This is an optimization exercise on Yosys and OpenROAD, whose aim is small area and a short achievable clock period, not a production implementation.
In this exercise RTL edits were held to simulation tests only and were not proved equivalent to the original.
No activity file was given, so power comes from the tool's default toggle rates.

==> flow/design.v <==
`timescale 1ns/100ps
package tlb_pkg;
    localparam int word_width   = 32;
    localparam int vpn2_width   = 19;
    localparam int asid_width   = 8;
    localparam int mask_width   = 12;
    localparam int pfn_width    = 20;
    localparam int cache_width  = 3;
    localparam int offset_width = 12;
    localparam int lo_width     = pfn_width + cache_width + 2;
    localparam int result_width = 1 + word_width + cache_width + 2 + 2;
    localparam int odd_page_bit = 12;
    localparam logic [1:0] exc_none    = 2'd0;
    localparam logic [1:0] exc_refill  = 2'd1;
    localparam logic [1:0] exc_invalid = 2'd2;
    localparam logic [1:0] exc_modify  = 2'd3;
endpackage
`timescale 1ns/100ps
module tlb_entry_store #(
    parameter int num_entries = 32,
    parameter int index_width = 5,
    parameter int ew          = 90
) (
    input  logic                        clk,
    input  logic                        rst_n,
    input  logic                        wen,
    input  logic [index_width-1:0]      index,
    input  logic [127:0]                cp0,
    output logic [num_entries-1:0]      loaded,
    output logic [num_entries*ew-1:0]   entries,
    output logic [127:0]                read_regs
);
    logic [ew-1:0] wdata;
    assign wdata = {cp0[127:109], cp0[103:96], cp0[88:77],
                    cp0[32] & cp0[0], cp0[57:33], cp0[25:1]};
    logic [num_entries-1:0] we;
    for (genvar i = 0; i < num_entries; i++)
    begin : g_entry
        logic [ew-1:0] q;
        assign we[i] = wen && (index == index_width'(i));
        always_ff @(posedge clk)
        begin
            if (we[i])
                q <= wdata;
        end
        assign entries[i*ew +: ew] = q;
    end
    always_ff @(posedge clk or negedge rst_n)
    begin
        if (!rst_n)
            loaded <= '0;
        else
            loaded <= loaded | we;
    end
    logic [ew-1:0] rd;
    assign rd = entries[index*ew +: ew];
    assign read_regs = {rd[89:71], 5'b0, rd[70:63],
                        7'b0, rd[62:51], 13'b0,
                        6'b0, rd[49:25], rd[50],
                        6'b0, rd[24:0], rd[50]};
endmodule
`timescale 1ns/100ps
module tlb_lookup_port #(
    parameter int num_entries = 32,
    parameter int ew          = 90
) (
    input  logic [31:0]                 vaddr,
    input  logic [num_entries-1:0]      en,
    input  logic [num_entries*ew-1:0]   entries,
    output logic [39:0]                 result
);
    logic [num_entries-1:0]    hit_vec;
    logic                      hit;
    logic                      odd;
    logic [num_entries*27-1:0] half;
    logic [26:0]               picked;    
    assign odd = vaddr[12];
    for (genvar i = 0; i < num_entries; i++)
    begin : g_match
        logic [18:0] e_vpn2;
        logic [11:0] e_mask;
        logic [24:0] e_lo;
        assign e_vpn2 = entries[i*ew + 71 +: 19];
        assign e_mask = entries[i*ew + 51 +: 12];
        assign hit_vec[i] = en[i]
                            && (vaddr[31:25] == e_vpn2[18:12])
                            && (((vaddr[24:13] ^ e_vpn2[11:0]) & ~e_mask) == '0);
        assign e_lo = odd ? entries[i*ew +: 25] : entries[i*ew + 25 +: 25];
        assign half[i*27 +: 27] = {e_lo, ~(e_lo[0] & e_lo[1]), ~(e_lo[0] & ~e_lo[1])};
    end
    assign hit = |hit_vec;
    always_comb
    begin
        picked = '0;
        for (int i = 0; i < num_entries; i++)
            picked = picked | (half[i*27 +: 27] & {27{hit_vec[i]}});
    end
    assign result = {hit, picked[26:7], vaddr[11:0] & {12{hit}}, picked[6:2],
                     picked[1], ~picked[0]};
endmodule
`timescale 1ns/100ps
module tlb_probe #(
    parameter int num_entries = 32,
    parameter int index_width = 5,
    parameter int ew          = 90
) (
    input  logic [18:0]                 vpn2,
    input  logic [num_entries-1:0]      en,
    input  logic [num_entries*ew-1:0]   entries,
    output logic                        probe_hit,
    output logic [index_width-1:0]      probe_index
);
    logic [num_entries-1:0] hit_vec;
    for (genvar i = 0; i < num_entries; i++)
    begin : g_probe
        assign hit_vec[i] = en[i] && (entries[i*ew + 71 +: 19] == vpn2);
    end
    assign probe_hit = |hit_vec;
    always_comb
    begin
        probe_index = '0;
        for (int i = 0; i < num_entries; i++)
            probe_index = probe_index | (index_width'(i) & {index_width{hit_vec[i]}});
    end
endmodule
`timescale 1ns/100ps
module tlb_top (
    input  logic         clk,
    input  logic         rst_n,
    input  logic         wen,
    input  logic [4:0]   index,
    input  logic [127:0] cp0,
    input  logic [31:0]  inst_vaddr,
    input  logic [31:0]  data_vaddr,
    output logic [39:0]  inst_result,
    output logic [39:0]  data_result,
    output logic [127:0] read_regs,
    output logic         probe_hit,
    output logic [4:0]   probe_index
);
    localparam int num_entries = 32;
    localparam int index_width = 5;
    localparam int ew          = 90;
    logic [num_entries-1:0]    loaded;
    logic [num_entries*ew-1:0] entries;
    logic [num_entries-1:0]    en;
    tlb_entry_store #(
        .num_entries (num_entries),
        .index_width (index_width),
        .ew          (ew)
    ) u_store (
        .clk       (clk),
        .rst_n     (rst_n),
        .wen       (wen),
        .index     (index),
        .cp0       (cp0),
        .loaded    (loaded),
        .entries   (entries),
        .read_regs (read_regs)
    );
    for (genvar i = 0; i < num_entries; i++)
    begin : g_en
        assign en[i] = loaded[i]
                       && (entries[i*ew + 50] || (entries[i*ew + 63 +: 8] == cp0[103:96]));
    end
    tlb_lookup_port #(
        .num_entries (num_entries),
        .ew          (ew)
    ) u_inst_port (
        .vaddr   (inst_vaddr),
        .en      (en),
        .entries (entries),
        .result  (inst_result)
    );
    tlb_lookup_port #(
        .num_entries (num_entries),
        .ew          (ew)
    ) u_data_port (
        .vaddr   (data_vaddr),
        .en      (en),
        .entries (entries),
        .result  (data_result)
    );
    tlb_probe #(
        .num_entries (num_entries),
        .index_width (index_width),
        .ew          (ew)
    ) u_probe (
        .vpn2        (cp0[127:109]),
        .en          (en),
        .entries     (entries),
        .probe_hit   (probe_hit),
        .probe_index (probe_index)
    );
endmodule
==> flow/flow/run.sh <==
#!/bin/bash
set -euo pipefail
bash standard.sh MATCH_CELL_FOOTPRINT=0 \
    "BUFFER_PORTS_ARGS=-buffer_cell sky130_fd_sc_hd__buf_4" \
    finish > flow_make.log 2>&1
==> flow/standard.sh <==
#!/bin/bash
# synth_recipe.tcl (not shown) runs the flow's synth.tcl, then flattens the netlist and writes it again
# the make line also repeats each setting of config.mk as NAME=value (left out here)
make -C /OpenROAD-flow-scripts/flow DESIGN_CONFIG=/design/flow/config.mk WORK_HOME=/design/flow/orfs CLKGATE_MAP_FILE= SYNTH_SCRIPT=/design/flow/synth_recipe.tcl "${@:-finish}"
==> flow/config.mk <==
export PLATFORM = sky130hd
export DESIGN_NAME = tlb_top
export DESIGN_NICKNAME = tlb_top
export VERILOG_FILES = /design/flow/design.v
export SDC_FILE = /design/flow/constraint.sdc
export NUM_CORES = 4
export LEC_CHECK = 0
export CAP_MARGIN = 20
export CORE_MARGIN = 2
export CORE_UTILIZATION = 40
export SETUP_SLACK_MARGIN = 2.0
export SLEW_MARGIN = 20
==> flow/constraint.sdc <==
create_clock -name core_clock -period 8.0 [get_ports {clk}]
set_input_delay 1.6000 -clock core_clock [delete_from_list [all_inputs] [get_ports {clk}]]
set_output_delay 1.6000 -clock core_clock [all_outputs]
set_load 0.01 [all_outputs]
==> flow_metrics.env, run 1 <==
export IMPL_area_growth_pct=24.1
export IMPL_die_w_um=646
export IMPL_tritoncts="built"
export IMPL_antenna_left=0
export IMPL_cts_path_max_buffers=4
export IMPL_ff2ff_path_depth=1
export IMPL_grt_start_max_net_pins=123
export IMPL_powerDensity_mw_per_mm2=185
export IMPL_syn_area_per_cell_um2=14.6
export IMPL_critPathLaunchType="input port"
export IMPL_clk_pin_slew_ns=0.06
export IMPL_period_share_pct=79.1
export IMPL_required_ns=6.40
export IMPL_endpoint_kind="output pin"
export IMPL_grt_setup_unrepaired="yes"
export IMPL_root_buffer="clkbuf_16"
export IMPL_grt_pass1_vias=121000
export IMPL_path_cells="buf_12 > buf_4 > xnor2_1 > o22ai_2 > nor4_1 > nand4b_1 > clkbuf_16 > o22ai_1 > nor2_1 > nand4_1 > or4_4 > buf_12 > buf_4"
export IMPL_final_setup_viol_count=0
export IMPL_clock_latency_ns=1.01
export IMPL_syn_area_mm2=0.165
export IMPL_cts_htree_levels=5
export IMPL_place_gp_congestion=1.05
export IMPL_hold_depth=1
export IMPL_hold_end="u_store.loaded[8]"
export IMPL_synthArstFlopShare_pct=1.10
export IMPL_worstReg2RegEnd="u_store.loaded[25]"
export IMPL_synth_ff_type="edfxtp_1"
export IMPL_cts_hold_buf=0
export IMPL_die_height_um=646
export IMPL_initial_utilization_pct=40.2
export IMPL_synth_top_area_share_pct=52.5
export IMPL_holdCritStartpoint="u_store.loaded[8]"
export IMPL_routed_via_count=126000
export IMPL_nFillCells=34300
export IMPL_cp_slowest_cell="or4_4"
export IMPL_via_per_inst=6.92
export IMPL_post_route_drc_count=0
export IMPL_fin_skew_ns=0
export IMPL_grt_pass1_wl_mm=1060
export IMPL_worst_hold_slack_ns=0.467
export IMPL_tightest_slew_ns=1.39
export IMPL_antenna_found_initial=61
export IMPL_irDropWorstVdd_mv=0.177
export IMPL_yosysTopAreaCell="edfxtp_1"
export IMPL_r2r_slack_ns=7.05
export IMPL_gr_usage_all_layers_pct=37.4
export IMPL_hp_class="register to register"
export IMPL_drt_initial_drc_count=21200
export IMPL_r2r_start="u_store.loaded[25]"
export IMPL_nets=12600
export IMPL_hold_violations=0
export IMPL_syn_inst=11300
export IMPL_grt_ovfl_total=0
export IMPL_ios=414
export IMPL_wl_per_cell_um=44.9
export IMPL_critPathMaxStageDelay_ns=0.60
export IMPL_numCtsBuffers=332
export IMPL_path_class="input port to output pin"
export IMPL_hpwl_mm=510
export IMPL_final_layout_size_suffix_gt1_share_pct=32.0
export IMPL_synth_warnings=3
export IMPL_slew_headroom_pct=7.07
export IMPL_outcome="timing/DRC/antenna clean"
export IMPL_maxCapViolCount=0
export IMPL_ys_types=71
export IMPL_yosysSeqAreaShare_pct=53.0
export IMPL_synthTopCellsByArea="edfxtp_1, mux4_2, mux2i_1"
export IMPL_maxSlewViolCount=0
export IMPL_setup_tns_ns=0
export IMPL_wirelength_mm=815
export IMPL_leakage_nw=68.9
export IMPL_portBuffers=339
export IMPL_design_core_area_mm2=0.410
export IMPL_die_area_mm2=0.417
export IMPL_ys_ff_latch=2912
export IMPL_dr_pass1_iters=8
export IMPL_cts_num_sinks=2912
export IMPL_num_rows=235
export IMPL_fin_crit_ns=6.32
export IMPL_fmax_mhz=158
export IMPL_crit_fanout=28
export IMPL_synth_edf_count=2880
export IMPL_cp_arrival_ns=4.72
-- worst max path at each step --
stage | from | to | slack [ns] | cells past startpoint
2_1_floorplan | index[0] | u_store.loaded[25] | 0.86 | 7
3_3_place_gp | cp0[100] | inst_result[12] | 0.64 | 12
3_5_place_dp | cp0[100] | inst_result[12] | 0.53 | 12
4_1_cts | cp0[97] | inst_result[3] | 1.80 | 13
5_1_grt | inst_vaddr[23] | inst_result[3] | 1.73 | 13
6_report | data_vaddr[17] | data_result[25] | 1.68 | 13
-- cell families after synthesis --
family          synth area share (%)
mux                             22.7
buf+inv                         2.62
xor+xnor                        11.1
other cells                  0.00228
compound gates                  6.06
simple gates                    4.54
flops                           53.0
-- critical path, delay by kind of cell --
family | cells | cell delay [ns]
AO/OA/AOI/OAI | 2 | 0.56
XOR/XNOR | 1 | 0.09
buffers and inverters | 5 | 0.99
AND/OR/NAND/NOR | 5 | 1.19
-- layout make-up --
cell class              count  area [µm²]  area share (%)
inverters                  26        97.6          0.0477
multi-input cells        7527       79000            38.6
well taps                5451        6820            3.34
repair buffers           1584       20200            9.86
diodes                     34        85.1          0.0416
clock inverters           216        2330            1.14
clock buffers             397        8690            4.25
flip-flops and latches   2912       87300            42.7
-- layer usage --
layer	up-vias	part of all wire (%)	GRT usage, %
li1	47600	-	-
met1	63800	33	44.3
met2	11000	43	55.4
met3	3093	13	11.4
met4	42	11	32.0
met5	-	0.050	0.0694
-- layout by cell type (no fill, tap or decap), drive strengths merged, types with 15 or more instances in the layout --
cell type and count:
conb 37, o22ai 815, o32a 15, diode 34, clkinvlp 27, a311oi 16, or2 39, buf 1487
clkinv 137, nor2b 17, bufinv 37, mux2i 1386, a221oi 70, nor3 44, o21ai 52, nand3 107
nor2 413, mux2 294, a41o 23, xor2 517, o32ai 183, nor4 255, edfxtp 2880, xnor2 1563
a211oi 17, nand2 99, inv 41, or4 38, and4 26, nand4 267, dfrtp 32, a21oi 112
o221ai 66, clkbuf 494, nand2b 22, mux4 900
-- cell usage after synthesis (13+ instances only) --
library cell / instances
nor3_1: 44
dfrtp_1: 32
mux2i_1: 1386
a221oi_1: 70
buf_4: 95
nand2b_1: 22
buf_1: 118
nor2_1: 413
a311oi_1: 16
edfxtp_1: 2880
or4_1: 38
o221ai_1: 66
nand3_1: 105
buf_6: 37
nand4_1: 254
inv_1: 25
xor2_1: 516
o32a_1: 15
mux2_2: 294
a211oi_1: 17
a21oi_1: 112
xnor2_1: 1563
mux4_2: 900
nor4_1: 255
clkbuf_1: 439
o21ai_0: 46
buf_2: 176
a31oi_1: 13
o22ai_1: 815
and2_1: 14
a41o_1: 23
nor2b_1: 17
nand2_1: 99
o32ai_1: 183
or2_2: 39
and4_1: 26
-- repair_timing --
| action | in CTS | in global routing |
|---|---|---|
| resized for setup | 1019 | 738 |
| endpoints found under the setup margin | 175 | 109 |
| gates cloned | 73 | 21 |
| buffers inserted | 351 | 220 |
| pin swaps | 162 | 249 |
-- per-stage QoR --
stage | setup slack (ns) | cell area (µm²) | std cells | utilization [%] | total power, mW
2_1_floorplan | 0.857 | 165000 | 11300 | - | 19.9
5_1_grt | 1.73 | 204000 | 18100 | 49.9 | 38.5
3_3_place_gp | 0.638 | 176000 | 16800 | 43.1 | 21.6
6_report | 1.68 | 204000 | 18100 | 49.9 | 37.9
3_5_place_dp | 0.532 | 177000 | 16800 | 43.1 | 21.6
4_1_cts | 1.80 | 198000 | 17900 | 48.2 | 37.5
-- where the power goes --
part           leakage [nW]  switching, mW  total, mW  internal, mW
clock                  5.33           6.84       15.8          9.01
sequential             26.3          0.234       17.2          17.0
combinational          37.3           2.88       4.82          1.94
total                  68.9           9.95       37.9          27.9
-- registers in the layout (all words and copies together) (netlist names) --
signal	flops
u_store.g_entry.q	2880
u_store.loaded	32
==> run 2: changes to the inputs <==
--- a/flow/config.mk
+++ b/flow/config.mk
@@ -9,4 +9,7 @@
 export CORE_MARGIN = 2
 export CORE_UTILIZATION = 40
+export CTS_BUF_LIST = sky130_fd_sc_hd__clkbuf_8
+export CTS_CLUSTER_DIAMETER = 100
+export CTS_CLUSTER_SIZE = 12
 export SETUP_SLACK_MARGIN = 2.0
 export SLEW_MARGIN = 20
==> run 2 against run 1 <==
  * Maximum frequency about the same
  * Non-clock buffer count decreased by 24
  * Die area unchanged
  * Design area decreased by 2.9%
  * Sequential power about the same
  * Clock-buffer cell count decreased by 110
  * Critical path type unchanged
  * Highest routed layer unchanged
==> flow_metrics.env, run 2 <==
export IMPL_outcome="timing/DRC/antenna clean"
export IMPL_fin_ws_ns=1.68
export IMPL_largestRegisters="u_store.g_entry.q x2880, u_store.loaded x32"
export IMPL_grt_start_max_net_pins=123
export IMPL_yosysMostFrequentCell="edfxtp_1"
export IMPL_regMostFlops="u_store.g_entry.q"
export IMPL_die_w_um=646
export IMPL_layout_commonest_cell="edfxtp_1"
export IMPL_hpwl_mm=510
export IMPL_required_ns=6.40
export IMPL_cts_path_max_buffers=4
export IMPL_die_area_mm2=0.417
export IMPL_fin_area_mm2=0.198
export IMPL_cts_num_sinks=2912
export IMPL_dr_pass1_iters=9
export IMPL_synth_warnings=3
export IMPL_ys_types=71
export IMPL_placed_cells=16800
export IMPL_yosys_top_cells_count="edfxtp_1, xnor2_1, mux2i_1, mux4_2, o22ai_1"
export IMPL_wirelength_mm=817
export IMPL_yosysTopAreaCell="edfxtp_1"
export IMPL_final_layout_size_suffix_gt1_share_pct=31.2
export IMPL_clk_pin_slew_ns=0.11
export IMPL_worst_hold_slack_ns=0.477
export IMPL_die_height_um=646
export IMPL_syn_area_per_cell_um2=14.6
export IMPL_synth_ff_type="edfxtp_1"
export IMPL_fin_crit_ns=6.32
export IMPL_largest_reg_flops=2880
export IMPL_setup_tns_ns=0
export IMPL_final_cells=17900
export IMPL_numCtsBuffers=282
export IMPL_final_setup_viol_count=0
export IMPL_root_buffer="clkbuf_8"
export IMPL_ys_ff_latch=2912
export IMPL_leakage_nw=66.2
export IMPL_routed_via_count=125000
export IMPL_path_class="input port to output pin"
export IMPL_syn_area_mm2=0.165
export IMPL_synthTopCellsByArea="edfxtp_1, mux4_2, mux2i_1"
export IMPL_synth_edf_count=2880
export IMPL_nets=12500
export IMPL_wl_per_cell_um=45.6
export IMPL_tritoncts="built"
export IMPL_final_cell_mix="edfxtp_1, xnor2_1, mux2i_1"
export IMPL_placed_area_mm2=0.177
export IMPL_area_growth_pct=20.5
export IMPL_synthArstFlopShare_pct=1.10
export IMPL_maxSlewViolCount=0
export IMPL_p_total_mw=31.0
export IMPL_gr_usage_all_layers_pct=37.5
export IMPL_grt_pass1_wl_mm=1060
export IMPL_ios=414
export IMPL_hold_violations=0
export IMPL_path_cells="clkbuf_8 > buf_4 > xnor2_1 > nand4_1 > nor4_1 > nand4_1 > nand3_1 > or4_1 > nand4b_1 > buf_4 > buf_4"
export IMPL_grt_ovfl_total=0
export IMPL_irDropWorstVdd_mv=0.149
export IMPL_critPathLaunchType="input port"
export IMPL_fmax_mhz=158
export IMPL_drt_initial_drc_count=20300
export IMPL_maxCapViolCount=0
export IMPL_slew_headroom_pct=2.59
export IMPL_cpMostUsedCell="buf_4"
export IMPL_period_share_pct=79.0
export IMPL_syn_inst=11300
export IMPL_place_gp_congestion=1.05
export IMPL_antenna_found_initial=77
export IMPL_tightest_slew_ns=1.46
export IMPL_via_per_inst=6.98
export IMPL_clock_latency_ns=1.11
export IMPL_endpoint_kind="output pin"
export IMPL_cts_htree_levels=5
export IMPL_cp_arrival_ns=4.72
export IMPL_critPathMaxStageDelay_ns=0.66
export IMPL_portBuffers=339
export IMPL_num_rows=235
export IMPL_crit_fanout=32
export IMPL_place_ws_ns=0.532
export IMPL_fin_skew_ns=0
export IMPL_powerDensity_mw_per_mm2=156
export IMPL_design_core_area_mm2=0.410
export IMPL_hp_class="input port to asynchronous set/reset pin"
export IMPL_initial_utilization_pct=40.2
export IMPL_post_route_drc_count=0
export IMPL_synth_top_area_share_pct=52.5
export IMPL_antenna_left=0
export IMPL_yosysSeqAreaShare_pct=53.0
export IMPL_fin_util_pct=48.4
export IMPL_cp_slowest_cell="xnor2_1"
export IMPL_cts_hold_buf=0
export IMPL_grt_setup_unrepaired="yes"
export IMPL_grt_pass1_vias=121000
## run 2: logic make-up (layout without fill, tap and decap cells)
kind of cell / Yosys count / count (layout) / synth area share [%]
AND/OR/NAND/NOR: 1383 / 1384 / 4.54
AO/OA/AOI/OAI: 1446 / 1446 / 6.06
XOR/XNOR: 2080 / 2080 / 11.1
other: 1 / 98 / 0.00228
buffers and inverters: 898 / 1963 / 2.62
multiplexers: 2580 / 2580 / 22.7
flip-flops: 2912 / 2912 / 53.0
## run 2: routing by layer
layer,GRT usage [%],vias to the layer above,part of all wire (%)
met3,11.7,3115,13
met5,0,-,0.077
met4,32.6,60,10
li1,-,47200,-
met1,44.4,63600,33
met2,55.2,11000,43
## run 2: what timing repair did
item                       4_1_cts  5_1_grt
pin swaps                      204      278
resized for setup             1151      669
gates cloned                    81       23
buffers inserted               374      163
setup endpoints to repair      175      112
## run 2: path summary, 6_finish.rpt
kind                                          from  slack (ns)  cells past startpoint            endpoint
min in group core_clock          u_store.loaded[8]        0.49                      1   u_store.loaded[8]
worst max register to register  u_store.loaded[25]        7.04                      1  u_store.loaded[25]
worst min-delay path                         rst_n        0.48                      1   u_store.loaded[1]
worst max-delay path                      cp0[125]        1.68                     11           probe_hit
max in group asynchronous                    rst_n        6.90                      1   u_store.loaded[3]
worst min register to register   u_store.loaded[8]        0.49                      1   u_store.loaded[8]
## run 2: critical path: cells and delay by family
family                 cells  cell delay [ns]
AND/OR/NAND/NOR            6             1.59
XOR/XNOR                   1             0.66
buffers and inverters      4             0.85
## run 2: final cells by class
type / count / area (µm²)
timing repair buffer: 1560 / 20500
sequential: 2912 / 87300
inverter: 26 / 97.6
multi-input combinational: 7527 / 79100
antenna: 61 / 153
clock inverter: 90 / 487
clock buffer: 287 / 3950
fill: 34800 / 211000
tap: 5451 / 6820
## run 2: report_power, final
part / internal [mW] / leakage, nW / switching, mW
Sequential: 17.0 / 26.3 / 0.235
Clock: 3.31 / 2.47 / 5.66
Combinational: 1.93 / 37.5 / 2.87
==> run 3: changes to the inputs <==
--- a/flow/config.mk
+++ b/flow/config.mk
@@ -6,5 +6,5 @@
 export NUM_CORES = 4
 export LEC_CHECK = 0
-export CAP_MARGIN = 20
+export CAP_MARGIN = 30
 export CORE_MARGIN = 2
 export CORE_UTILIZATION = 40
@@ -13,3 +13,3 @@
 export CTS_CLUSTER_SIZE = 12
 export SETUP_SLACK_MARGIN = 2.0
-export SLEW_MARGIN = 20
+export SLEW_MARGIN = 30
==> run 3 against run 2 <==
  * Routed wire length decreased by 0.70%
  * Clock skew is the same
  * Sequential share of layout area is 0.30 points higher
  * Synthesized area is the same
  * First-iteration DRC count is 2.6% higher
  * Setup slack better by 0.036 ns
  * Highest routed layer unchanged
  * Critical path type unchanged
  * Hold slack got worse by 0.0096 ns
  * Still clean on timing, DRC and antenna
  * Design area fell by 0.68%
==> flow_metrics.env, run 3 <==
export IMPL_cts_path_max_buffers=4
export IMPL_powerDensity_mw_per_mm2=157
export IMPL_fin_util_pct=48.1
export IMPL_die_area_mm2=0.417
export IMPL_irDropWorstVdd_mv=0.151
export IMPL_hpwl_mm=510
export IMPL_maxCapViolCount=0
export IMPL_grt_pass1_vias=120000
export IMPL_yosysTopAreaCell="edfxtp_1"
export IMPL_synth_compound_area_share_pct=6.06
export IMPL_grt_start_max_net_pins=123
export IMPL_portBuffers=339
export IMPL_wl_per_cell_um=45.4
export IMPL_regMostFlops="u_store.g_entry.q"
export IMPL_synthArstFlopShare_pct=1.10
export IMPL_fin_crit_ns=6.28
export IMPL_fin_skew_ns=0
export IMPL_num_rows=235
export IMPL_nets=12500
export IMPL_initial_utilization_pct=40.2
export IMPL_grt_ovfl_total=0
export IMPL_post_route_drc_count=0
export IMPL_period_share_pct=78.6
export IMPL_synthAdderAreaFrac_pct=0
export IMPL_cp_arrival_ns=4.68
export IMPL_final_cells=17900
export IMPL_muxShareOfSynthArea_pct=22.7
export IMPL_hold_violations=0
export IMPL_outcome="timing/DRC/antenna clean"
export IMPL_p_sw_share_pct=28.3
export IMPL_yosysMostFrequentCell="edfxtp_1"
export IMPL_seq_power_share_pct=55.5
export IMPL_synthTopCellsByArea="edfxtp_1, mux4_2, mux2i_1"
export IMPL_endpoint="inst_result[30]"
export IMPL_slew_headroom_pct=19.4
export IMPL_placed_cells=16800
export IMPL_cts_htree_levels=5
export IMPL_grt_pass1_wl_mm=1060
export IMPL_drt_initial_drc_count=20800
export IMPL_worstReg2RegEnd="u_store.loaded[25]"
export IMPL_synth_warnings=3
export IMPL_crit_fanout=8
export IMPL_antenna_found_initial=64
export IMPL_syn_area_per_cell_um2=14.6
export IMPL_r2r_start="u_store.loaded[25]"
export IMPL_wirelength_mm=811
export IMPL_cts_num_sinks=2912
export IMPL_p_int_mw=22.2
export IMPL_die_height_um=646
export IMPL_syn_inst=11300
export IMPL_synth_simple_area_share_pct=4.54
export IMPL_antenna_left=0
export IMPL_startpoint="inst_vaddr[23]"
export IMPL_worst_hold_slack_ns=0.467
export IMPL_combPwrFrac_pct=15.4
export IMPL_leakage_nw=65.6
export IMPL_synth_edf_count=2880
export IMPL_synth_xor_area_share_pct=11.1
export IMPL_yosys_top_cells_count="edfxtp_1, xnor2_1, mux2i_1, mux4_2, o22ai_1"
export IMPL_design_core_area_mm2=0.410
export IMPL_ff2ff_path_depth=1
export IMPL_p_clk_share_pct=29.1
export IMPL_gr_usage_all_layers_pct=37.4
export IMPL_maxSlewViolCount=0
export IMPL_grt_setup_unrepaired="yes"
export IMPL_p_sw_mw=8.76
export IMPL_endpoint_kind="output pin"
export IMPL_fin_area_mm2=0.197
export IMPL_final_cell_mix="edfxtp_1, xnor2_1, mux2i_1"
export IMPL_final_layout_size_suffix_gt1_share_pct=30.3
export IMPL_ios=414
export IMPL_ys_types=71
export IMPL_numCtsBuffers=282
export IMPL_clock_latency_ns=1.10
export IMPL_setup_tns_ns=0
export IMPL_layout_commonest_cell="edfxtp_1"
export IMPL_synth_top_area_share_pct=52.5
export IMPL_ys_ff_latch=2912
export IMPL_largest_reg_flops=2880
export IMPL_via_per_inst=7.02
export IMPL_required_ns=6.40
export IMPL_place_gp_congestion=1.05
export IMPL_final_setup_viol_count=0
export IMPL_die_w_um=646
export IMPL_syn_area_mm2=0.165
export IMPL_placed_area_mm2=0.177
export IMPL_synth_ff_type="edfxtp_1"
export IMPL_area_growth_pct=19.7
export IMPL_root_buffer="clkbuf_8"
export IMPL_fmax_mhz=159
export IMPL_r2r_slack_ns=7.05
export IMPL_path_class="input port to output pin"
export IMPL_largestRegisters="u_store.g_entry.q x2880, u_store.loaded x32"
export IMPL_tritoncts="built"
export IMPL_tightest_slew_ns=1.21
export IMPL_clk_pin_slew_ns=0.09
export IMPL_synth_top_family_by_area="multiplexers"
export IMPL_dr_pass1_iters=8
export IMPL_critPathLaunchType="input port"
export IMPL_yosysSeqAreaShare_pct=53.0
export IMPL_routed_via_count=125000
export IMPL_hp_class="input port to asynchronous set/reset pin"
run 3: cell counts after synthesis:
Identical to the previous run, type by type.
run 3: timing repair:
item,4_1_cts,5_1_grt
hold buffers,0,0
setup endpoints to repair,175,112
gates cloned,73,19
pin swaps,193,236
setup buffers,346,161
gates resized for setup,1059,558
hold endpoints to repair,0,0
run 3: stage by stage:
stage                     setup slack, ns  total power [mW]
after floorplan                     0.857              19.9
after detailed placement            0.501              21.6
after global routing                 1.75              31.5
final                                1.72              31.0
after CTS                            1.80              30.6
after global placement              0.638              21.6
run 3: worst max-delay path, stage by stage:
cell	delay [ns]
buf_16	0.13
buf_12	0.15
buf_4	0.14
buf_6	0.12
xnor2_2	0.12
o22ai_2	0.19
nor4_1	0.08
buf_4	0.18
nand4_4	0.08
buf_12	0.16
buf_8	0.16
buf_6	0.15
buf_4	0.18
o32a_1	0.20
o221ai_1	0.12
nor3_1	0.22
nand4_1	0.35
buf_4	0.28
run 3: how the worst min path moves through the flow:
stage | startpoint | end | slack, ns
floorplan | u_store.loaded[13] | u_store.loaded[13] | 0.44
global placement | u_store.loaded[23] | u_store.loaded[23] | 0.45
detailed placement | u_store.loaded[23] | u_store.loaded[23] | 0.45
CTS | rst_n | u_store.loaded[6] | 0.45
global route | rst_n | u_store.loaded[7] | 0.48
finish | rst_n | u_store.loaded[6] | 0.47
run 3: final cells by class:
cell class,count,area [µm²]
Antenna cell,60,150
Clock buffer,287,3950
Clock inverter,87,513
Fill cell,35000,213000
Inverter,26,103
Multi-Input combinational cell,7527,78600
Sequential cell,2912,87300
Tap cell,5451,6820
Timing Repair Buffer,1525,19700
run 3: cell families after synthesis:
kind of cell    Yosys count
compound gates         1446
buf+inv                 898
simple gates           1383
flops                  2912
mux                    2580
xor+xnor               2080
other cells               1
run 3: routing by layer:
| metal | wire length, µm | vias to the layer above | track usage (%) |
|---|---|---|---|
| li1 | - | 47100 | - |
| met1 | 271000 | 63900 | 44.6 |
| met2 | 352000 | 11300 | 55.4 |
| met3 | 106000 | 3083 | 11.2 |
| met4 | 82500 | 22 | 31.7 |
| met5 | 138 | - | 0 |
run 3: power by group through the flow:
stage               sequential, mW  combinational [mW]  clock, mW
CTS                           17.2                4.44       8.99
global placement              17.5                4.05          0
finish                        17.2                4.77       9.02
detailed placement            17.5                4.08          0
floorplan                     17.5                2.41          0
global route                  17.2                4.81       9.49
==> run 4: changes to the inputs <==
--- a/flow/config.mk
+++ b/flow/config.mk
@@ -11,5 +11,5 @@
 export CTS_BUF_LIST = sky130_fd_sc_hd__clkbuf_8
 export CTS_CLUSTER_DIAMETER = 100
-export CTS_CLUSTER_SIZE = 12
+export CTS_CLUSTER_SIZE = 14
 export SETUP_SLACK_MARGIN = 2.0
 export SLEW_MARGIN = 30
==> run 4 against run 3 <==
  * Still clean on timing, DRC and antenna
  * Sequential power barely moved
  * Routed wire length decreased by 0.16%
  * Power fell by 2.8%
  * Critical path depth is 4 lower
  * Clock power decreased by 9.4%
  * Die area did not move
  * Core utilization fell by 0.17 points
  * Design area is 0.36% lower
  * Clock skew unchanged
  * Maximum frequency decreased by 0.10%
==> flow_metrics.env, run 4 <==
export IMPL_tritoncts="built"
export IMPL_design_core_area_mm2=0.410
export IMPL_period_share_pct=78.6
export IMPL_portBuffers=339
export IMPL_final_layout_size_suffix_gt1_share_pct=30.0
export IMPL_initial_utilization_pct=40.2
export IMPL_path_buf_inv=6
export IMPL_ys_types=71
export IMPL_post_route_drc_count=0
export IMPL_regMostFlops="u_store.g_entry.q"
export IMPL_cp_arrival_ns=4.69
export IMPL_place_gp_congestion=1.05
export IMPL_synthTopCellsByArea="edfxtp_1, mux4_2, mux2i_1"
export IMPL_final_cell_mix="edfxtp_1, xnor2_1, mux2i_1"
export IMPL_critPathLaunchType="input port"
export IMPL_die_w_um=646
export IMPL_tightest_slew_ns=1.20
export IMPL_seq_power_share_pct=57.1
export IMPL_p_sw_share_pct=28.2
export IMPL_p_int_mw=21.6
export IMPL_endpoint_kind="output pin"
export IMPL_dr_pass1_iters=10
export IMPL_p_sw_mw=8.49
export IMPL_root_buffer="clkbuf_8"
export IMPL_startpoint="data_vaddr[18]"
export IMPL_yosysMostFrequentCell="edfxtp_1"
export IMPL_grt_pass1_wl_mm=1060
export IMPL_critical_path_top_delay_family="simple AND/OR/NAND/NOR gates"
export IMPL_powerDensity_mw_per_mm2=153
export IMPL_layout_commonest_cell="edfxtp_1"
export IMPL_cts_path_max_buffers=4
export IMPL_yosysSeqAreaShare_pct=53.0
export IMPL_synth_ff_type="edfxtp_1"
export IMPL_routed_via_count=124000
export IMPL_grt_pass1_vias=119000
export IMPL_cts_num_sinks=2912
export IMPL_fmax_mhz=159
export IMPL_synthArstFlopShare_pct=1.10
export IMPL_syn_area_per_cell_um2=14.6
export IMPL_irDropWorstVdd_mv=0.149
export IMPL_combPwrFrac_pct=15.8
export IMPL_grt_setup_unrepaired="yes"
export IMPL_grt_ovfl_total=0
export IMPL_hpwl_mm=510
export IMPL_ys_ff_latch=2912
export IMPL_synth_edf_count=2880
export IMPL_synth_top_area_share_pct=52.5
export IMPL_largest_reg_flops=2880
export IMPL_yosys_top_cells_count="edfxtp_1, xnor2_1, mux2i_1, mux4_2, o22ai_1"
export IMPL_die_height_um=646
export IMPL_setup_tns_ns=0
export IMPL_path_class="input port to output pin"
export IMPL_maxSlewViolCount=0
export IMPL_cp_slowest_cell="nor4_4"
export IMPL_ios=414
export IMPL_required_ns=6.40
export IMPL_r2r_start="u_store.loaded[25]"
export IMPL_slew_headroom_pct=20.0
export IMPL_path_cells="buf_12 > buf_12 > xnor2_1 > o22ai_1 > nor4_4 > nand4b_1 > clkbuf_16 > o2111ai_2 > nor2_1 > nand3_2 > buf_12 > buf_12 > and2_1 > buf_4"
export IMPL_leakage_nw=65.4
export IMPL_wirelength_mm=810
export IMPL_wl_per_cell_um=45.4
export IMPL_antenna_found_initial=63
export IMPL_fin_crit_ns=6.29
export IMPL_die_area_mm2=0.417
export IMPL_antenna_left=0
export IMPL_syn_inst=11300
export IMPL_hp_class="input port to asynchronous set/reset pin"
export IMPL_crit_fanout=28
export IMPL_area_growth_pct=19.2
export IMPL_cts_htree_levels=4
export IMPL_yosysTopAreaCell="edfxtp_1"
export IMPL_numCtsBuffers=232
export IMPL_final_setup_viol_count=0
export IMPL_synth_warnings=3
export IMPL_syn_area_mm2=0.165
export IMPL_p_total_mw=30.1
export IMPL_num_rows=235
export IMPL_outcome="timing/DRC/antenna clean"
export IMPL_largestRegisters="u_store.g_entry.q x2880, u_store.loaded x32"
export IMPL_fin_skew_ns=0
export IMPL_maxCapViolCount=0
export IMPL_grt_start_max_net_pins=123
export IMPL_hold_violations=0
export IMPL_clk_pin_slew_ns=0.11
export IMPL_clock_latency_ns=1.15
export IMPL_gr_usage_all_layers_pct=37.4
export IMPL_via_per_inst=6.98
export IMPL_critPathMaxStageDelay_ns=0.74
export IMPL_nets=12400
export IMPL_drt_initial_drc_count=21200
export IMPL_cpMostUsedCell="buf_12"
export IMPL_p_clk_share_pct=27.1
==> run 4: cell types whose count changed in the layout (fill, tap and decap cells not counted), sizes merged <==
| cell | change |
|---|---|
| bufinv | +1 |
| clkinvlp | -1 |
| clkbuf | -50 |
| inv | -3 |
| buf | +7 |
| diode | -13 |
==> run 4: path summary, 6_finish.rpt <==
check | end | slack, ns | cells after the start
worst max-delay path | data_result[16] | 1.71 | 14
worst min-delay path | u_store.loaded[6] | 0.45 | 1
worst max register to register | u_store.loaded[25] | 7.04 | 1
worst min register to register | u_store.loaded[8] | 0.48 | 1
max in group asynchronous | u_store.loaded[5] | 6.88 | 1
min in group core_clock | u_store.loaded[8] | 0.48 | 1
==> run 4: power by group through the flow <==
stage / Combinational [mW] / Sequential [mW] / Clock (mW)
final: 4.77 / 17.2 / 8.17
after global routing: 4.81 / 17.2 / 8.64
after CTS: 4.47 / 17.2 / 8.15
after detailed placement: 4.08 / 17.5 / 0
after global placement: 4.05 / 17.5 / 0
after floorplan: 2.41 / 17.5 / 0
==> run 4: logic make-up after synthesis <==
kind of cell | count (synthesis) | share of synthesized area (%)
DFF | 2912 | 53.0
muxes | 2580 | 22.7
xor gates and xnor gates | 2080 | 11.1
AOI/OAI and AO/OA | 1446 | 6.06
and+or+nand+nor | 1383 | 4.54
buffers and inverters | 898 | 2.62
other | 1 | 0.00228
==> run 4: layout make-up <==
type / instances / area [µm²]
diodes: 47 / 118
clock buffers: 235 / 3230
clock inverters: 84 / 467
fillers: 35100 / 213000
inverters: 26 / 100
multi-input cells: 7527 / 78600
flip-flops and latches: 2912 / 87300
well taps: 5451 / 6820
repair buffers: 1534 / 19800
==> run 4: per-layer routing <==
layer / vias to the layer above / routed length, µm / global-route usage, %
li1: 47000 / - / -
met1: 63300 / 269000 / 44.6
met2: 11000 / 349000 / 55.5
met3: 2979 / 107000 / 11.2
met4: 40 / 83900 / 31.5
met5: - / 614 / 0
==> run 4: per-stage QoR <==
stage / setup WS, ns / cells / instance area [µm²] / utilization [%] / hold slack (ns)
after floorplan: 0.857 / 11300 / 165000 / - / 0.436
after global placement: 0.638 / 16800 / 176000 / 43.1 / 0.450
after detailed placement: 0.501 / 16800 / 177000 / 43.1 / 0.451
after CTS: 1.80 / 17600 / 191000 / 46.7 / 0.408
after global routing: 1.76 / 17800 / 196000 / 47.9 / 0.470
final: 1.71 / 17800 / 196000 / 47.9 / 0.454
==> run 4: timing repair <==
item,CTS,global route
gates cloned,74,19
pin swaps,240,229
hold buffers,0,0
buffers inserted,383,134
setup endpoints to repair,175,109
gates resized for setup,1119,524

[static timing again, ports no longer ideal]
The flow's constraints put no driver on any port. The routed layouts listed below were extracted and timed again, unchanged, in two steps. Step 1, drivers: a clkbuf_16 drives clk and a buf_2 each remaining input, both assumed. Step 2 times the ports against the registers' clock, not the clock port: input delays grow and output delays shrink by t, the midpoint of the rising clock arrivals with the driver on. Slacks: ideal / step 1 / step 2; pairs: ideal / step 1.
run | shift t [ns] | setup WS [ns] | clock arrival spread, ns
run 1 | 1.107 | 1.676 / 1.469 / 1.469 | 0.102 / 0.101
run 2 | 1.262 | 1.679 / 1.488 / 1.488 | 0.164 / 0.164
run 3 | 1.246 | 1.716 / 1.498 / 1.498 | 0.172 / 0.172
run 4 | 1.300 | 1.709 / 1.523 / 1.523 | 0.233 / 0.233
After both steps every run listed still meets setup and hold. For run 3, which loses most, drivers alone change the setup slack by -0.218 ns; drivers and shift together by -0.218 ns.
